Background: an optimization exercise with open tools, aiming at small area, a short achievable clock period and few clock cycles. Do not read the settings as production practice.
In this exercise RTL edits were held to simulation tests only and were not proved equivalent to the original.
No activity file was given, so power comes from the tool's default toggle rates.

==> job 8181 <==
==> flow/design.v <==
package olst_pkg;
   localparam int CAPACITY_DEF = 64;
   localparam int VALUE_W      = 32;
   localparam logic [VALUE_W-1:0] PART_MASK = 32'hF000_000F;
   function automatic logic [63:0] or_up(input logic [63:0] x);
      logic [63:0] r;
      r = {x[62:0], 1'b0};
      for (int d = 1; d < 64; d = d * 2) begin
         for (int i = 63; i >= d; i--) begin
            r[i] = r[i] | r[i-d];
         end
      end
      or_up = r;
   endfunction
   function automatic logic [63:0] or_down(input logic [63:0] x);
      logic [63:0] r;
      r = {1'b0, x[63:1]};
      for (int d = 1; d < 64; d = d * 2) begin
         for (int i = 0; i < 64 - d; i++) begin
            r[i] = r[i] | r[i+d];
         end
      end
      or_down = r;
   endfunction
   typedef enum logic [1:0] {
      KIND_APPEND   = 2'd0,
      KIND_DELETE   = 2'd1,
      KIND_LIST_FWD = 2'd2,
      KIND_LIST_BWD = 2'd3
   } kind_type;
   typedef enum logic [2:0] {
      STAT_APPENDED  = 3'd0,
      STAT_DELETED   = 3'd1,
      STAT_NOT_FOUND = 3'd2,
      STAT_FULL      = 3'd3,
      STAT_EMPTY     = 3'd4,
      STAT_LISTED    = 3'd5
   } status_type;
   typedef struct packed {
      status_type                 status;
      logic signed [VALUE_W-1:0]  item_value;
      logic                       last;
   } beat_type;
endpackage
module olst_mem #(
   parameter int DEPTH = olst_pkg::CAPACITY_DEF
) (
   input  logic                                clock,
   input  logic                                reset,
   input  logic                                app_en,
   input  logic signed [olst_pkg::VALUE_W-1:0] app_value,
   input  logic [DEPTH-1:0]                    kill,
   input  logic signed [olst_pkg::VALUE_W-1:0] part_key,
   output logic [DEPTH-1:0]                    part_hit,
   output logic [DEPTH-1:0]                    valid,
   input  logic [DEPTH-1:0]                    rd_sel,
   output logic signed [olst_pkg::VALUE_W-1:0] rd_data
);
   localparam logic [olst_pkg::VALUE_W-1:0] PART_MASK = olst_pkg::PART_MASK;
   logic [DEPTH-1:0][olst_pkg::VALUE_W-1:0] ent_ff;
   logic [DEPTH-1:0]                        vld_ff, vld_in;
   logic [DEPTH-1:0]                        low_full;   
   logic [DEPTH-1:0]                        shift;      
   always_comb begin
      low_full = {vld_ff[DEPTH-2:0], 1'b1};
      for (int d = 1; d < DEPTH; d = d * 2) begin
         for (int i = DEPTH - 1; i >= d; i--) begin
            low_full[i] = low_full[i] && low_full[i-d];
         end
      end
      shift = low_full & {DEPTH{app_en}};
      vld_in[0] = app_en || (vld_ff[0] && !kill[0]);
      for (int i = 1; i < DEPTH; i++) begin
         vld_in[i] = shift[i] ? vld_ff[i-1] : (vld_ff[i] && !kill[i]);
      end
      for (int i = 0; i < DEPTH; i++) begin
         part_hit[i] = vld_ff[i] && (((ent_ff[i] ^ part_key) & PART_MASK) == '0);
      end
      rd_data = '0;
      for (int i = 0; i < DEPTH; i++) begin
         rd_data = rd_data | (ent_ff[i] & {olst_pkg::VALUE_W{rd_sel[i]}});
      end
   end
   always_ff @(posedge clock) begin
      if (reset) begin
         vld_ff <= '0;
      end else begin
         vld_ff <= vld_in;
      end
   end
   always_ff @(posedge clock) begin
      if (shift[0]) begin
         ent_ff[0] <= app_value;
      end
      for (int i = 1; i < DEPTH; i++) begin
         if (shift[i]) begin
            ent_ff[i] <= ent_ff[i-1];
         end
      end
   end
   assign valid = vld_ff;
endmodule
module olst_ctrl #(
   parameter int CAPACITY = olst_pkg::CAPACITY_DEF
) (
   input  logic                                clock,
   input  logic                                reset,
   input  logic                                req_valid,
   output logic                                req_stall,
   input  logic [1:0]                          req_kind,
   input  logic signed [olst_pkg::VALUE_W-1:0] req_value,
   input  logic                                out_free,
   output logic                                push,
   output olst_pkg::beat_type                  beat,
   output logic                                app_en,
   output logic [CAPACITY-1:0]                 kill,
   output logic signed [olst_pkg::VALUE_W-1:0] part_key,
   input  logic [CAPACITY-1:0]                 part_hit,
   input  logic [CAPACITY-1:0]                 valid,
   output logic [CAPACITY-1:0]                 rd_sel,
   input  logic signed [olst_pkg::VALUE_W-1:0] rd_data
);
   logic                                idle_ff, idle_in;
   logic                                list_ff, list_in;
   logic                                cmp_ff, cmp_in;
   logic                                act_ff, act_in;
   logic                                hold_ff, hold_in;
   logic                                stall_ff;
   logic                                fwd_ff, fwd_in;
   logic [CAPACITY-1:0]                 ptr_ff, ptr_in;
   logic [CAPACITY-1:0]                 rest_ff, rest_in;
   logic signed [olst_pkg::VALUE_W-1:0] key_ff;
   logic signed [olst_pkg::VALUE_W-1:0] rd_ff;
   logic                                same;
   olst_pkg::status_type                hold_st_ff, hold_st_in;
   logic                accept;
   logic                full;
   logic                empty;      
   logic                no_part;    
   logic                single;     
   logic                none;       
   logic                walk_desc;  
   logic [CAPACITY-1:0] r_hi, r_lo, v_hi, v_lo, p_hi;
   logic [CAPACITY-1:0] walk_nxt, walk_rest;
   logic [CAPACITY-1:0] new_nxt, new_rest;
   olst_pkg::status_type                st;
   logic signed [olst_pkg::VALUE_W-1:0] beat_val;
   always_ff @(posedge clock) begin
      if (reset) begin
         idle_ff  <= 1'b1;
         list_ff  <= 1'b0;
         cmp_ff   <= 1'b0;
         act_ff   <= 1'b0;
         hold_ff  <= 1'b0;
         stall_ff <= 1'b0;
      end else begin
         idle_ff  <= idle_in;
         list_ff  <= list_in;
         cmp_ff   <= cmp_in;
         act_ff   <= act_in;
         hold_ff  <= hold_in;
         stall_ff <= !idle_in;
      end
   end
   always_ff @(posedge clock) begin
      rd_ff      <= rd_data;
      fwd_ff     <= fwd_in;
      ptr_ff     <= ptr_in;
      rest_ff    <= rest_in;
      hold_st_ff <= hold_st_in;
      if (idle_ff) begin
         key_ff <= req_value;
      end
   end
   always_comb begin
      part_key  = req_value;
      same      = (rd_ff == key_ff);
      full      = &valid;
      empty     = !(|valid);
      no_part   = !(|part_hit);
      none      = !(|rest_ff);
      walk_desc = !list_ff || fwd_ff;
      r_hi      = olst_pkg::or_down(rest_ff);
      r_lo      = olst_pkg::or_up(rest_ff);
      walk_nxt  = walk_desc ? (rest_ff & ~r_hi) : (rest_ff & ~r_lo);
      walk_rest = walk_desc ? (rest_ff & r_hi) : (rest_ff & r_lo);
      v_hi = olst_pkg::or_down(valid);
      v_lo = olst_pkg::or_up(valid);
      p_hi = olst_pkg::or_down(part_hit);
      unique case (req_kind)
         olst_pkg::KIND_DELETE: begin
            new_nxt  = part_hit & ~p_hi;
            new_rest = part_hit & p_hi;
         end
         olst_pkg::KIND_LIST_BWD: begin
            new_nxt  = valid & ~v_lo;
            new_rest = valid & v_lo;
         end
         default: begin
            new_nxt  = valid & ~v_hi;
            new_rest = valid & v_hi;
         end
      endcase
   end
   always_comb begin
      accept     = req_valid && !stall_ff;
      idle_in    = idle_ff;
      list_in    = list_ff;
      cmp_in     = cmp_ff;
      act_in     = act_ff;
      hold_in    = hold_ff;
      fwd_in     = fwd_ff;
      hold_st_in = hold_st_ff;
      app_en     = 1'b0;
      kill       = '0;
      push       = 1'b0;
      single     = 1'b0;
      st         = olst_pkg::STAT_LISTED;
      rd_sel     = ptr_ff;
      if (idle_ff) begin
         ptr_in  = new_nxt;
         rest_in = new_rest;
      end else if (cmp_ff || (list_ff && !out_free)) begin
         ptr_in  = ptr_ff;
         rest_in = rest_ff;
      end else begin
         ptr_in  = walk_nxt;
         rest_in = walk_rest;
      end
      if (idle_ff) begin
         unique case (req_kind)
            olst_pkg::KIND_APPEND: begin
               single = 1'b1;
               st     = full ? olst_pkg::STAT_FULL : olst_pkg::STAT_APPENDED;
               app_en = accept && !full;
            end
            olst_pkg::KIND_DELETE: begin
               single = no_part;
               st     = olst_pkg::STAT_NOT_FOUND;
            end
            default: begin
               single = empty;
               st     = olst_pkg::STAT_EMPTY;
            end
         endcase
         hold_st_in = st;
         if (accept) begin
            push    = single && out_free;
            idle_in = single && out_free;
            hold_in = single && !out_free;
            cmp_in  = !single && (req_kind == olst_pkg::KIND_DELETE);
            list_in = !single && req_kind[1];
            fwd_in  = (req_kind == olst_pkg::KIND_LIST_FWD);
         end
      end
      if (hold_ff) begin
         st = hold_st_ff;
         if (out_free) begin
            push    = 1'b1;
            hold_in = 1'b0;
            idle_in = 1'b1;
         end
      end
      if (list_ff) begin
         if (out_free) begin
            push = 1'b1;
            if (none) begin
               list_in = 1'b0;
               idle_in = 1'b1;
            end
         end
      end
      if (cmp_ff) begin
         cmp_in = 1'b0;
         act_in = 1'b1;
      end
      if (act_ff) begin
         st         = same ? olst_pkg::STAT_DELETED : olst_pkg::STAT_NOT_FOUND;
         hold_st_in = st;
         act_in     = 1'b0;
         if (same || none) begin
            kill    = same ? ptr_ff : '0;
            push    = out_free;
            idle_in = out_free;
            hold_in = !out_free;
         end else begin
            cmp_in = 1'b1;
         end
      end
      if (list_ff) begin
         beat_val = rd_data;
      end else if (idle_ff) begin
         beat_val = req_kind[1] ? 32'sd0 : req_value;
      end else if (hold_ff && (hold_st_ff == olst_pkg::STAT_EMPTY)) begin
         beat_val = 32'sd0;
      end else begin
         beat_val = key_ff;
      end
      beat = {st, beat_val, list_ff ? none : 1'b1};
   end
   assign req_stall = stall_ff;
endmodule
module ordered_list_store #(
   parameter int CAPACITY = olst_pkg::CAPACITY_DEF
) (
   input  logic                                clock,
   input  logic                                reset,
   input  logic                                req_valid,
   output logic                                req_stall,
   input  logic [1:0]                          req_kind,
   input  logic signed [olst_pkg::VALUE_W-1:0] req_value,
   output logic                                rsp_valid,
   input  logic                                rsp_stall,
   output logic [2:0]                          rsp_status,
   output logic signed [olst_pkg::VALUE_W-1:0] rsp_item_value,
   output logic                                rsp_last
);
   logic                                push;
   olst_pkg::beat_type                  beat;
   logic                                app_en;
   logic [CAPACITY-1:0]                 kill;
   logic signed [olst_pkg::VALUE_W-1:0] part_key;
   logic [CAPACITY-1:0]                 part_hit;
   logic [CAPACITY-1:0]                 valid;
   logic [CAPACITY-1:0]                 rd_sel;
   logic signed [olst_pkg::VALUE_W-1:0] rd_data;
   logic               hd_vld_ff, hd_vld_in;
   olst_pkg::beat_type hd_ff, hd_in;
   logic               out_free;
   olst_ctrl #(
      .CAPACITY (CAPACITY)
   ) u_ctrl (
      .clock       (clock),
      .reset       (reset),
      .req_valid   (req_valid),
      .req_stall   (req_stall),
      .req_kind    (req_kind),
      .req_value   (req_value),
      .out_free    (out_free),
      .push        (push),
      .beat        (beat),
      .app_en      (app_en),
      .kill        (kill),
      .part_key    (part_key),
      .part_hit    (part_hit),
      .valid       (valid),
      .rd_sel      (rd_sel),
      .rd_data     (rd_data)
   );
   olst_mem #(
      .DEPTH (CAPACITY)
   ) u_mem (
      .clock     (clock),
      .reset     (reset),
      .app_en    (app_en),
      .app_value (req_value),
      .kill      (kill),
      .part_key  (part_key),
      .part_hit  (part_hit),
      .valid     (valid),
      .rd_sel    (rd_sel),
      .rd_data   (rd_data)
   );
   always_comb begin
      out_free  = !hd_vld_ff || !rsp_stall;
      hd_vld_in = push || !out_free;
      hd_in     = out_free ? beat : hd_ff;
   end
   always_ff @(posedge clock) begin
      if (reset) begin
         hd_vld_ff <= 1'b0;
      end else begin
         hd_vld_ff <= hd_vld_in;
      end
   end
   always_ff @(posedge clock) begin
      hd_ff <= hd_in;
   end
   assign rsp_valid      = hd_vld_ff;
   assign rsp_status     = hd_ff.status;
   assign rsp_item_value = hd_ff.item_value;
   assign rsp_last       = hd_ff.last;
endmodule
==> flow/run.sh <==
#!/bin/bash
# synth_recipe.tcl (not shown) runs the flow's synth.tcl, then flattens the netlist and writes it again
# the make line also repeats each setting of config.mk as NAME=value (left out here)
make -C /OpenROAD-flow-scripts/flow DESIGN_CONFIG=/design/flow/config.mk WORK_HOME=/design/flow/orfs CLKGATE_MAP_FILE= SYNTH_SCRIPT=/design/flow/synth_recipe.tcl finish
==> flow/config.mk <==
export PLATFORM = sky130hd
export DESIGN_NAME = ordered_list_store
export DESIGN_NICKNAME = ordered_list_store
export VERILOG_FILES = /design/flow/design.v
export SDC_FILE = /design/flow/constraint.sdc
export NUM_CORES = 4
export LEC_CHECK = 0
export ABC_CLOCK_PERIOD_IN_PS = 2500
export CAP_MARGIN = 20
export CORE_MARGIN = 2
export CORE_UTILIZATION = 40
export SETUP_SLACK_MARGIN = 2.0
export SLEW_MARGIN = 20
==> flow/constraint.sdc <==
create_clock -name core_clock -period 5.5 [get_ports {clock}]
set_input_delay 1.1000 -clock core_clock [delete_from_list [all_inputs] [get_ports {clock}]]
set_output_delay 1.1000 -clock core_clock [all_outputs]
set_load 0.01 [all_outputs]
==> inputs of job 5073, as changes to job 8181 <==
--- a/flow/design.v
+++ b/flow/design.v
@@ -2,25 +2,65 @@
    localparam int CAPACITY_DEF = 64;
    localparam int VALUE_W      = 32;
    localparam logic [VALUE_W-1:0] PART_MASK = 32'hF000_000F;
-   function automatic logic [63:0] or_up(input logic [63:0] x);
+   function automatic logic [7:0] top8(input logic [7:0] x);
+      logic [7:0] r;
+      for (int i = 0; i < 8; i++) begin
+         r[i] = x[i] && ((x >> (i + 1)) == 8'd0);
+      end
+      top8 = r;
+   endfunction
+   function automatic logic [7:0] bot8(input logic [7:0] x);
+      logic [7:0] r;
+      for (int i = 0; i < 8; i++) begin
+         r[i] = x[i] && ((x << (8 - i)) == 8'd0);
+      end
+      bot8 = r;
+   endfunction
+   function automatic logic [63:0] top64(input logic [63:0] x);
+      logic [7:0]  g;
+      logic [7:0]  gt;
       logic [63:0] r;
-      r = {x[62:0], 1'b0};
-      for (int d = 1; d < 64; d = d * 2) begin
-         for (int i = 63; i >= d; i--) begin
-            r[i] = r[i] | r[i-d];
-         end
+      for (int k = 0; k < 8; k++) begin
+         g[k] = |x[8*k +: 8];
+      end
+      gt = top8(g);
+      for (int k = 0; k < 8; k++) begin
+         r[8*k +: 8] = gt[k] ? top8(x[8*k +: 8]) : 8'd0;
       end
-      or_up = r;
+      top64 = r;
    endfunction
-   function automatic logic [63:0] or_down(input logic [63:0] x);
+   function automatic logic [63:0] bot64(input logic [63:0] x);
+      logic [7:0]  g;
+      logic [7:0]  gb;
       logic [63:0] r;
-      r = {1'b0, x[63:1]};
-      for (int d = 1; d < 64; d = d * 2) begin
-         for (int i = 0; i < 64 - d; i++) begin
-            r[i] = r[i] | r[i+d];
-         end
+      for (int k = 0; k < 8; k++) begin
+         g[k] = |x[8*k +: 8];
       end
-      or_down = r;
+      gb = bot8(g);
+      for (int k = 0; k < 8; k++) begin
+         r[8*k +: 8] = gb[k] ? bot8(x[8*k +: 8]) : 8'd0;
+      end
+      bot64 = r;
+   endfunction
+   function automatic logic [7:0] groups8(input logic [63:0] x);
+      logic [7:0] g;
+      for (int k = 0; k < 8; k++) begin
+         g[k] = |x[8*k +: 8];
+      end
+      groups8 = g;
+   endfunction
+   function automatic logic [7:0] groups_left(input logic [63:0] x,
+                                              input logic [7:0] g,
+                                              input logic desc);
+      logic [7:0] gs;
+      logic [7:0] loc;
+      logic [7:0] r;
+      gs = desc ? top8(g) : bot8(g);
+      for (int k = 0; k < 8; k++) begin
+         loc  = desc ? top8(x[8*k +: 8]) : bot8(x[8*k +: 8]);
+         r[k] = g[k] && (!gs[k] || ((x[8*k +: 8] & ~loc) != 8'd0));
+      end
+      groups_left = r;
    endfunction
    typedef enum logic [1:0] {
       KIND_APPEND   = 2'd0,
@@ -129,6 +169,7 @@
    logic                                fwd_ff, fwd_in;
    logic [CAPACITY-1:0]                 ptr_ff, ptr_in;
    logic [CAPACITY-1:0]                 rest_ff, rest_in;
+   logic [CAPACITY/8-1:0]               grest_ff, grest_in;    
    logic signed [olst_pkg::VALUE_W-1:0] key_ff;
    logic signed [olst_pkg::VALUE_W-1:0] rd_ff;
    logic                                same;
@@ -140,7 +181,9 @@
    logic                single;     
    logic                none;       
    logic                walk_desc;  
-   logic [CAPACITY-1:0] r_hi, r_lo, v_hi, v_lo, p_hi;
+   logic [CAPACITY-1:0] v_hi, v_lo, p_hi;
+   logic [7:0]          g_hi, g_lo;
+   logic [7:0]          walk_grest, new_grest;
    logic [CAPACITY-1:0] walk_nxt, walk_rest;
    logic [CAPACITY-1:0] new_nxt, new_rest;
    olst_pkg::status_type                st;
@@ -167,6 +210,7 @@
       fwd_ff     <= fwd_in;
       ptr_ff     <= ptr_in;
       rest_ff    <= rest_in;
+      grest_ff   <= grest_in;
       hold_st_ff <= hold_st_in;
       if (idle_ff) begin
          key_ff <= req_value;
@@ -178,27 +222,37 @@
       full      = &valid;
       empty     = !(|valid);
       no_part   = !(|part_hit);
-      none      = !(|rest_ff);
+      none      = !(|grest_ff);
       walk_desc = !list_ff || fwd_ff;
-      r_hi      = olst_pkg::or_down(rest_ff);
-      r_lo      = olst_pkg::or_up(rest_ff);
-      walk_nxt  = walk_desc ? (rest_ff & ~r_hi) : (rest_ff & ~r_lo);
-      walk_rest = walk_desc ? (rest_ff & r_hi) : (rest_ff & r_lo);
-      v_hi = olst_pkg::or_down(valid);
-      v_lo = olst_pkg::or_up(valid);
-      p_hi = olst_pkg::or_down(part_hit);
+      g_hi      = olst_pkg::top8(grest_ff);
+      g_lo      = olst_pkg::bot8(grest_ff);
+      for (int g = 0; g < CAPACITY / 8; g++) begin
+         if (walk_desc) begin
+            walk_nxt[8*g +: 8] = g_hi[g] ? olst_pkg::top8(rest_ff[8*g +: 8]) : 8'd0;
+         end else begin
+            walk_nxt[8*g +: 8] = g_lo[g] ? olst_pkg::bot8(rest_ff[8*g +: 8]) : 8'd0;
+         end
+      end
+      walk_rest  = rest_ff & ~walk_nxt;
+      walk_grest = olst_pkg::groups_left(rest_ff, grest_ff, walk_desc);
+      v_hi = olst_pkg::top64(valid);
+      v_lo = olst_pkg::bot64(valid);
+      p_hi = olst_pkg::top64(part_hit);
       unique case (req_kind)
          olst_pkg::KIND_DELETE: begin
-            new_nxt  = part_hit & ~p_hi;
-            new_rest = part_hit & p_hi;
+            new_nxt   = p_hi;
+            new_rest  = part_hit & ~p_hi;
+            new_grest = olst_pkg::groups_left(part_hit, olst_pkg::groups8(part_hit), 1'b1);
          end
          olst_pkg::KIND_LIST_BWD: begin
-            new_nxt  = valid & ~v_lo;
-            new_rest = valid & v_lo;
+            new_nxt   = v_lo;
+            new_rest  = valid & ~v_lo;
+            new_grest = olst_pkg::groups_left(valid, olst_pkg::groups8(valid), 1'b0);
          end
          default: begin
-            new_nxt  = valid & ~v_hi;
-            new_rest = valid & v_hi;
+            new_nxt   = v_hi;
+            new_rest  = valid & ~v_hi;
+            new_grest = olst_pkg::groups_left(valid, olst_pkg::groups8(valid), 1'b1);
          end
       endcase
    end
@@ -218,14 +272,17 @@
       st         = olst_pkg::STAT_LISTED;
       rd_sel     = ptr_ff;
       if (idle_ff) begin
-         ptr_in  = new_nxt;
-         rest_in = new_rest;
+         ptr_in   = new_nxt;
+         rest_in  = new_rest;
+         grest_in = new_grest;
       end else if (cmp_ff || (list_ff && !out_free)) begin
-         ptr_in  = ptr_ff;
-         rest_in = rest_ff;
+         ptr_in   = ptr_ff;
+         rest_in  = rest_ff;
+         grest_in = grest_ff;
       end else begin
-         ptr_in  = walk_nxt;
-         rest_in = walk_rest;
+         ptr_in   = walk_nxt;
+         rest_in  = walk_rest;
+         grest_in = walk_grest;
       end
       if (idle_ff) begin
          unique case (req_kind)
--- a/flow/config.mk
+++ b/flow/config.mk
@@ -5,9 +5,10 @@
 export SDC_FILE = /design/flow/constraint.sdc
 export NUM_CORES = 4
 export LEC_CHECK = 0
-export ABC_CLOCK_PERIOD_IN_PS = 2500
 export CAP_MARGIN = 20
 export CORE_MARGIN = 2
-export CORE_UTILIZATION = 40
+export CORE_UTILIZATION = 50
+export CTS_BUF_LIST = sky130_fd_sc_hd__clkbuf_8
+export PLACE_DENSITY = 0.62
 export SETUP_SLACK_MARGIN = 2.0
 export SLEW_MARGIN = 20
==> results.rst <==
.. list-table::
   :header-rows: 1

   * - Metric
     - Value
   * - Seq/total area
     - 0.592
   * - Synthesized instance count
     - 6890
   * - Final net count
     - 7430
   * - Initial standard-cell utilization of the core
     - 0.401
   * - Share of the cycle needed by the critical path after routing
     - 0.699
   * - Total area of multi-input combinational cells
     - 27600 um2
   * - Sequential-cell power consumption
     - 19.5 mW
   * - Met3 wire length
     - 107000 um
   * - PostCTS Resize Cnt
     - 194
   * - Clock buf/inv share
     - 0.0725
   * - Most area-consuming cells after synthesis
     - edfxtp_1 69%, a22oi_1 4.4%, xnor2_1 4.0%
   * - Met3 Resource Use GR
     - 0.237
   * - Count of placed standard cells in the final layout, fillers left out
     - 10900
   * - Launch point of the critical path
     - u_ctrl.ptr_ff[44]
   * - Outcome
     - timing/DRC/antenna clean
The numbers above come from job 8181.

==> results.rst <==
.. list-table::
   :header-rows: 1

   * - Metric
     - Value
   * - Outcome
     - timing/DRC/antenna clean
   * - Launch point of the critical path
     - u_ctrl.ptr_ff[21]
   * - Sequential-cell power consumption
     - 19.7 mW
   * - Synthesized instance count
     - 6792
   * - Share of the cycle needed by the critical path after routing
     - 0.707
   * - Initial standard-cell utilization of the core
     - 0.504
   * - Seq/total area
     - 0.614
   * - Count of placed standard cells in the final layout, fillers left out
     - 10300
   * - Met3 Resource Use GR
     - 0.282
   * - Total area of multi-input combinational cells
     - 27000 um2
   * - Most area-consuming cells after synthesis
     - edfxtp_1 69%, a22oi_1 4.5%, xnor2_1 3.4%
   * - Met3 wire length
     - 105000 um
   * - Clock buf/inv share
     - 0.0631
The numbers above come from job 5073.

Testbench counts of job 8181, summed over its fixed seeds: cycles 31,769.
Testbench counts of job 5073, summed over its fixed seeds: cycles 31,769.

-- what the ideal ports hide --
In the flow no input, the clock included, has a driving cell. The finished layouts below were timed again as built, in two steps.
Step 1 assumes that a clkbuf_16 drives the clock port and a buf_2 every other input.
Step 2 adds t to the input delays and takes it off the output delays; t is the mean of the earliest and latest rising clock arrival at the registers after step 1. Input paths then give back, and output paths get back, about the clock's delay inside the block.
Slacks: ideal / step 1 / step 2; pairs: ideal / step 1.
| run | t, ns | setup slack, ns | latest minus earliest clock arrival (ns) |
|---|---|---|---|
| job 8181 | 1.035 | 1.655 / 1.655 / 0.852 | 0.104 / 0.104 |
| job 5073 | 1.216 | 1.611 / 1.611 / 0.688 | 0.077 / 0.077 |
After both steps every run listed still meets setup and hold. The setup slack of job 5073, which loses most, moves by 0.000 ns with the drivers and by -0.923 ns with both steps.
